What follows belongs to an exercise in optimizing a design on an open flow for small area, a short achievable clock period and few clock cycles per item; a production flow would make more cautious choices. Where RTL was checked, it was by simulation tests only, not by an equivalence proof against the original. Power figures rest on the tool's default switching activity, not on a simulated workload.

// xtea_block_cipher
module xtea_block_cipher (
  input  wire logic        clk,
  input  wire logic        rst,
  input  wire logic        cfg_valid,
  output logic             cfg_ready,
  input  wire logic [2:0]  cfg_index,
  input  wire logic [31:0] cfg_data,
  input  wire logic        in_valid,
  output logic             in_stall,
  input  wire logic [64:0] in_data,
  output logic             out_valid,
  input  wire logic        out_stall,
  output logic [63:0]      out_data
);
  localparam logic [31:0] DELTA     = 32'h9E37_79B9;
  localparam logic [31:0] NEG_DELTA = 32'h61C8_8647;   
  logic [31:0] key [4];
  logic [3:0]  key_zero;   
  logic [6:0]  nrounds;
  logic [31:0] dec_sum;
  logic        init;       
  logic        pre;        
  logic        idle;       
  logic        busy;       
  logic        outv;       
  logic        stall_q;    
  logic        ph;         
  logic [6:0]  cnt;
  logic        func;
  logic [31:0] a, b;
  logic [31:0] s;          
  logic [31:0] sk;         
  wire trigger   = rst || (cfg_valid && cfg_index == 3'd4);
  wire cnt_zero  = (cnt == 7'd0);
  wire n_zero    = (nrounds == 7'd0);
  wire accept    = idle && in_valid;
  wire in_dec    = in_data[64];
  wire in_swap   = in_dec && !n_zero;   
  logic [31:0] mixed, b_step, sk_sum;
  xtea_add32 u_add_mix (.x((b << 4) ^ (b >> 5)), .y(b), .ci(1'b0), .s(mixed));
  xtea_add32 u_add_b   (.x(a), .y(mixed ^ sk), .ci(func), .s(b_step));
  wire        last   = ph && (cnt == 7'd1);
  wire        neg    = idle || func;
  wire [1:0]  ksel   = (idle || (!ph ^ func)) ? s[12:11] : s[1:0];
  wire [31:0] kword  = key[ksel] & {32{!key_zero[ksel]}};
  xtea_add32 u_add_sk  (.x(s), .y(kword), .ci(1'b0), .s(sk_sum));
  wire [31:0] sk_nx  = sk_sum ^ {32{neg}};
  wire [31:0] s_add  = s + ((idle || (busy && func)) ? NEG_DELTA : DELTA);
  ...
Size: roughly 310 flip-flops, roughly 0.019 sq mm of cells after synthesis.
export LEC_CHECK = 0
export CAP_MARGIN = 20
export CORE_MARGIN = 2
export CORE_UTILIZATION = 40
export SLEW_MARGIN = 20
create_clock -name core_clock -period 12.0 [get_ports {clk}]
standard.sh (not shown) runs the stock make flow with config.mk's settings and CLKGATE_MAP_FILE= SYNTH_SCRIPT=/design/flow/synth_recipe.tcl, a recipe that flattens the netlist after the stock synthesis.
==> flow/flow/run.sh <==
#!/bin/bash
set -euo pipefail
bash standard.sh SETUP_SLACK_MARGIN=7 finish > standard_flow.log 2>&1
The starting point finished with timing, DRC and antenna clean.
Testbench counts at the start, summed over its fixed seeds: cycles 34,104, items 512.
Next try:
==> flow/flow/run.sh (replaced) <==
#!/bin/bash
set -euo pipefail
bash standard.sh SETUP_SLACK_MARGIN=7 "BUFFER_PORTS_ARGS=-buffer_cell sky130_fd_sc_hd__buf_1" finish > standard_flow.log 2>&1
Flip-flop and latch count is unchanged.
Die area is unchanged.
Core utilization drops by 2.2 points.
Power stays flat.
Final cell count barely changes.
First-iteration DRC count climbs by 4.7%.
Synthesized cell count stays the same.
Fmax drops by 1.4%.
Synthesized area does not change.
Combinational power drops by about 2%.
Next try:
==> flow/flow/run.sh (replaced) <==
#!/bin/bash
set -euo pipefail
bash standard.sh SETUP_SLACK_MARGIN=7 \
  "BUFFER_PORTS_ARGS=-buffer_cell sky130_fd_sc_hd__buf_1" \
  "CTS_ARGS=-sink_clustering_enable -repair_clock_nets -dont_use_dummy_load -buf_list {sky130_fd_sc_hd__clkbuf_4 sky130_fd_sc_hd__clkbuf_8}" \
  finish > standard_flow.log 2>&1
Worst hold slack is worse by 24 ps.
Setup slack gets better by 14 ps.
Sequential cell count does not change.
Non-clock buffer count rose by 5.
Routed wire length is higher slightly.
Design area is lower slightly.
Global-route usage is about the same.
Register-to-register slack is about the same.
Synthesized cell count does not change.
Sequential power barely changes.
Synthesized area stays the same.

========
Setup of v32:
Another version of the RTL of xtea_block_cipher (not shown whole).
For scale: about 1700 cells after synthesis, roughly 170 I/O pins, ~18000 um2 of cells after synthesis.
export LEC_CHECK = 0
export CAP_MARGIN = 20
export CORE_MARGIN = 2
export CORE_UTILIZATION = 40
export SLEW_MARGIN = 20
create_clock -name core_clock -period 12.0 [get_ports {clk}]
==> flow/flow/run.sh <==
#!/bin/bash
set -euo pipefail
bash standard.sh SETUP_SLACK_MARGIN=7.5 finish > standard_flow.log 2>&1
v32 has completed all stages; timing, DRC and antenna checks passed.
#### Input delta (v24 over v32)
Settings: PLACE_DENSITY now 0.7, previously not set; CORE_UTILIZATION now 60, was 40.
==> flow/flow/run.sh <==
#!/bin/bash
set -euo pipefail
bash standard.sh SETUP_SLACK_MARGIN=7 finish > standard_flow.log 2>&1
==> run summary <==
- Run comparison: v32 cell with the largest stage delay on the worst path a311oi_4; v24 cell with the largest stage delay on the worst path edfxtp_1
- Going from v32 to v24, setup slack climbed 0.13 ns, power dropped 6.4%, proportion of layout cells with a drive suffix above 1 dropped 5.6 points, setup slack after placement climbed 0.67 ns.
Relative to v24, the following input files were edited for v21:
Settings: PLACE_DENSITY removed (was 0.7); CORE_UTILIZATION changed from 60 to 40.
Notes after the runs:
For maximum frequency from static timing analysis, v21 and v24 come out practically identical.
v21 vs. v24: switching share of total power fell 0.30 points, net load switching power picked up an extra about 3.7%, design area now larger, utilization -23 points.
Row total clock buffers created by CTS: v21 higher / v24 lower
v21 ended up with a lower portion of total power attributed to combinational logic than v24 did.
Launching instance or port of the critical path = b[5]$_DFFE_PP_: v24; launching instance or port of the critical path = b[0]$_DFFE_PP_: v21
In the flow results for v21 and v24, the highest net fanout along the worst path is larger on v24.
The flow did not stop early for v21: all stages ran, and the layout cleared the timing, design-rule and antenna checks.
No run of this note included a check of the RTL's function; only the layout flow was run.

========
The RTL this note starts from:
==> flow/design.v <==
`default_nettype none
module xtea_block_cipher (
  input  wire logic        clk,
  input  wire logic        rst,
  input  wire logic        cfg_valid,
  output logic             cfg_ready,
  input  wire logic [2:0]  cfg_index,
  input  wire logic [31:0] cfg_data,
  input  wire logic        in_valid,
  output logic             in_stall,
  input  wire logic [64:0] in_data,
  output logic             out_valid,
  input  wire logic        out_stall,
  output logic [63:0]      out_data
);
  localparam logic [31:0] DELTA     = 32'h9E37_79B9;
  localparam logic [31:0] NEG_DELTA = 32'h61C8_8647;   
  logic [31:0] key [4];
  logic [3:0]  key_zero;   
  logic [6:0]  nrounds;
  logic [31:0] dec_sum;
  logic        init;       
  logic        pre;        
  logic        idle;       
  logic        busy;       
  logic        outv;       
  logic        stall_q;    
  logic        swp;        
  logic        ph;         
  logic [6:0]  cnt;
  logic        func;
  logic [31:0] a, b;
  logic [31:0] s;          
  logic [31:0] sk;         
  wire trigger   = rst || (cfg_valid && cfg_index == 3'd4);
  wire cnt_zero  = (cnt == 7'd0);
  wire n_zero    = (nrounds == 7'd0);
  wire [31:0] mixed  = ((b << 4) ^ (b >> 5)) + b;
  wire [31:0] b_step = a + (mixed ^ sk) + {31'd0, func};
  wire        last   = !swp && ph && (cnt == 7'd1);
  wire [1:0]  ksel   = (!ph ^ func) ? s[12:11] : s[1:0];
  wire [31:0] kword  = key[ksel] & {32{!key_zero[ksel]}};
  wire [31:0] sk_nx  = (s + kword) ^ {32{func}};
  wire [31:0] s_add  = s + ((busy && func) ? NEG_DELTA : DELTA);
  assign cfg_ready = 1'b1;
  assign in_stall  = stall_q;
  assign out_valid = outv;
  assign out_data  = {a, b};
  always_ff @(posedge clk) begin
    for (int i = 0; i < 4; i++) begin
      if (cfg_valid && cfg_index == 3'(i)) key[i] <= cfg_data;
    end
    if (rst) begin
      key_zero <= 4'hF;
      nrounds  <= 7'd32;
    end else if (cfg_valid) begin
      for (int i = 0; i < 4; i++) begin
        if (cfg_index == 3'(i)) key_zero[i] <= 1'b0;
      end
      if (cfg_index == 3'd4) nrounds <= cfg_data[6:0];
    end
    if (pre && cnt_zero) dec_sum <= s;
  end
  always_ff @(posedge clk) begin
    if (trigger) begin
      init    <= 1'b1;
      pre     <= 1'b0;
      idle    <= 1'b0;
      busy    <= 1'b0;
      outv    <= 1'b0;
      stall_q <= 1'b1;
    end else begin
      if (init) begin
        init <= 1'b0;
        pre  <= 1'b1;
      end
      if (pre && cnt_zero) begin
        pre     <= 1'b0;
        idle    <= 1'b1;
        stall_q <= 1'b0;
      end
      if (idle && in_valid) begin
        idle    <= 1'b0;
        stall_q <= 1'b1;
        if (n_zero) outv <= 1'b1;
        else        busy <= 1'b1;
      end
      if (busy && (last && !func || swp && cnt_zero)) begin
        busy <= 1'b0;
        outv <= 1'b1;
      end
      if (outv && !out_stall) begin
        outv    <= 1'b0;
        idle    <= 1'b1;
        stall_q <= 1'b0;
      end
    end
  end
  always_ff @(posedge clk) begin
    if (init || idle) begin
      cnt <= nrounds;
    end else if (pre) begin
      if (!cnt_zero) cnt <= cnt - 7'd1;
    end else if (busy && !swp && ph) begin
      cnt <= cnt - 7'd1;
    end
    if (idle) begin
      func <= in_data[64];
      swp  <= in_data[64];
      ph   <= in_data[64];
    end else if (busy) begin
      ph <= !ph;
      if (swp)               swp <= 1'b0;
      else if (last && func) swp <= 1'b1;
    end
  end
  always_ff @(posedge clk) begin
    if (init)                         s <= '0;
    else if (idle)                    s <= in_data[64] ? dec_sum : DELTA;
    else if ((pre && !cnt_zero) || (busy && ph)) s <= s_add;
    if (idle) sk <= key[0] & {32{!key_zero[0]}};
    else      sk <= sk_nx;
  end
  always_ff @(posedge clk) begin
    if (idle) begin
      a <= in_data[63:32];
      b <= in_data[31:0];
    end else if (busy) begin
      a <= b;
      b <= swp ? a : b_step;
    end
  end
endmodule
`default_nettype wire
make LEC_CHECK=0 CAP_MARGIN=20 CORE_MARGIN=2 CORE_UTILIZATION=40 SLEW_MARGIN=20 finish   # period 12.0 ns
run.sh (not shown) runs the stock make flow with config.mk's settings and CLKGATE_MAP_FILE= SYNTH_SCRIPT=/design/flow/synth_recipe.tcl, a recipe that flattens the netlist after the stock synthesis.
Stock flow here: none of the scripts above is used.
The starting point finished clean.
Testbench counts at the start, summed over its fixed seeds: cycles 34,620, items 512.
==> next run, changes <==
==> flow/flow/run.sh (new file) <==
#!/bin/bash
set -euo pipefail
bash standard.sh SETUP_SLACK_MARGIN=7 finish > standard_flow.log 2>&1
==> flow/standard.sh (new file) <==
#!/bin/bash
# synth_recipe.tcl (not shown) runs the flow's synth.tcl, then flattens the netlist and writes it again
# the make line also repeats each setting of config.mk as NAME=value (left out here)
make -C /OpenROAD-flow-scripts/flow DESIGN_CONFIG=/design/flow/config.mk WORK_HOME=/design/flow/orfs CLKGATE_MAP_FILE= SYNTH_SCRIPT=/design/flow/synth_recipe.tcl "${@:-finish}"
removed: flow/run.sh
After rerunning: The changed run finished clean; via count came out higher by 1.9%; synthesized area stays the same; die area is unchanged; final area is higher by 3.7%; first-iteration DRC count is higher by 25%; sequential share of layout area shrinks by 1.4 points.
==> next run, changes <==
==> flow/flow/run.sh (replaced) <==
#!/bin/bash
set -euo pipefail
bash standard.sh SETUP_SLACK_MARGIN=8 finish > standard_flow.log 2>&1
Result: Die area does not change; via count came out higher by 4.4%; fmax came out lower by 1.1%; area after synthesis is unchanged; wire length came out higher by 5.3%; register-to-register slack got worse by 0.06 ns; combinational power came out higher by 16%; design area came out higher by 7.7%; critical path depth came out lower by 1.

port drivers added, routing unchanged:
In the flow no input, the clock included, has a driving cell. The finished layouts below were timed again as built, in two steps. Step 1 sets driving cells, clkbuf_16 on the clock port and buf_2 on the other inputs (assumed; they add their load-dependent delay and slew). Step 2, shift: input delay + t, output delay - t, t = (earliest + latest rising clock arrival at the registers) / 2. This alone moves slack from input paths to output paths. Slacks: ideal / step 1 / step 2; pairs: ideal / step 1.
run	t, ns	slack for setup (ns)	worst setup path at the end	slew at the worst register clock pin (ns)	cell pins on the clock port's net
the first run of note 1	0.600	7.088 / 7.088 / 6.973	input to register	0.06 / 0.06	1
the second run of note 1	0.602	7.019 / 7.019 / 7.019	register to register	0.06 / 0.06	1
the third run of note 1	0.654	7.034 / 7.034 / 7.034	register to register	0.06 / 0.06	1
v32	0.618	6.776 / 6.776 / 6.776	register to register	0.07 / 0.07	1
v24	0.553	6.911 / 6.911 / 6.911	register to register	0.06 / 0.06	1
v21	0.605	6.917 / 6.917 / 6.917	register to register	0.06 / 0.06	1
the first run of note 3	0.613	6.319 / 6.319 / 6.319	register to register	0.06 / 0.06	1
the second run of note 3	0.610	7.039 / 7.039 / 7.039	register to register	0.06 / 0.06	1
the third run of note 3	0.613	6.982 / 6.982 / 6.982	register to register	0.07 / 0.07	1
After both steps setup and hold are still met in every run listed. For the first run of note 1, which loses most, drivers alone change the setup slack by 0.000 ns; drivers and shift together by -0.115 ns.
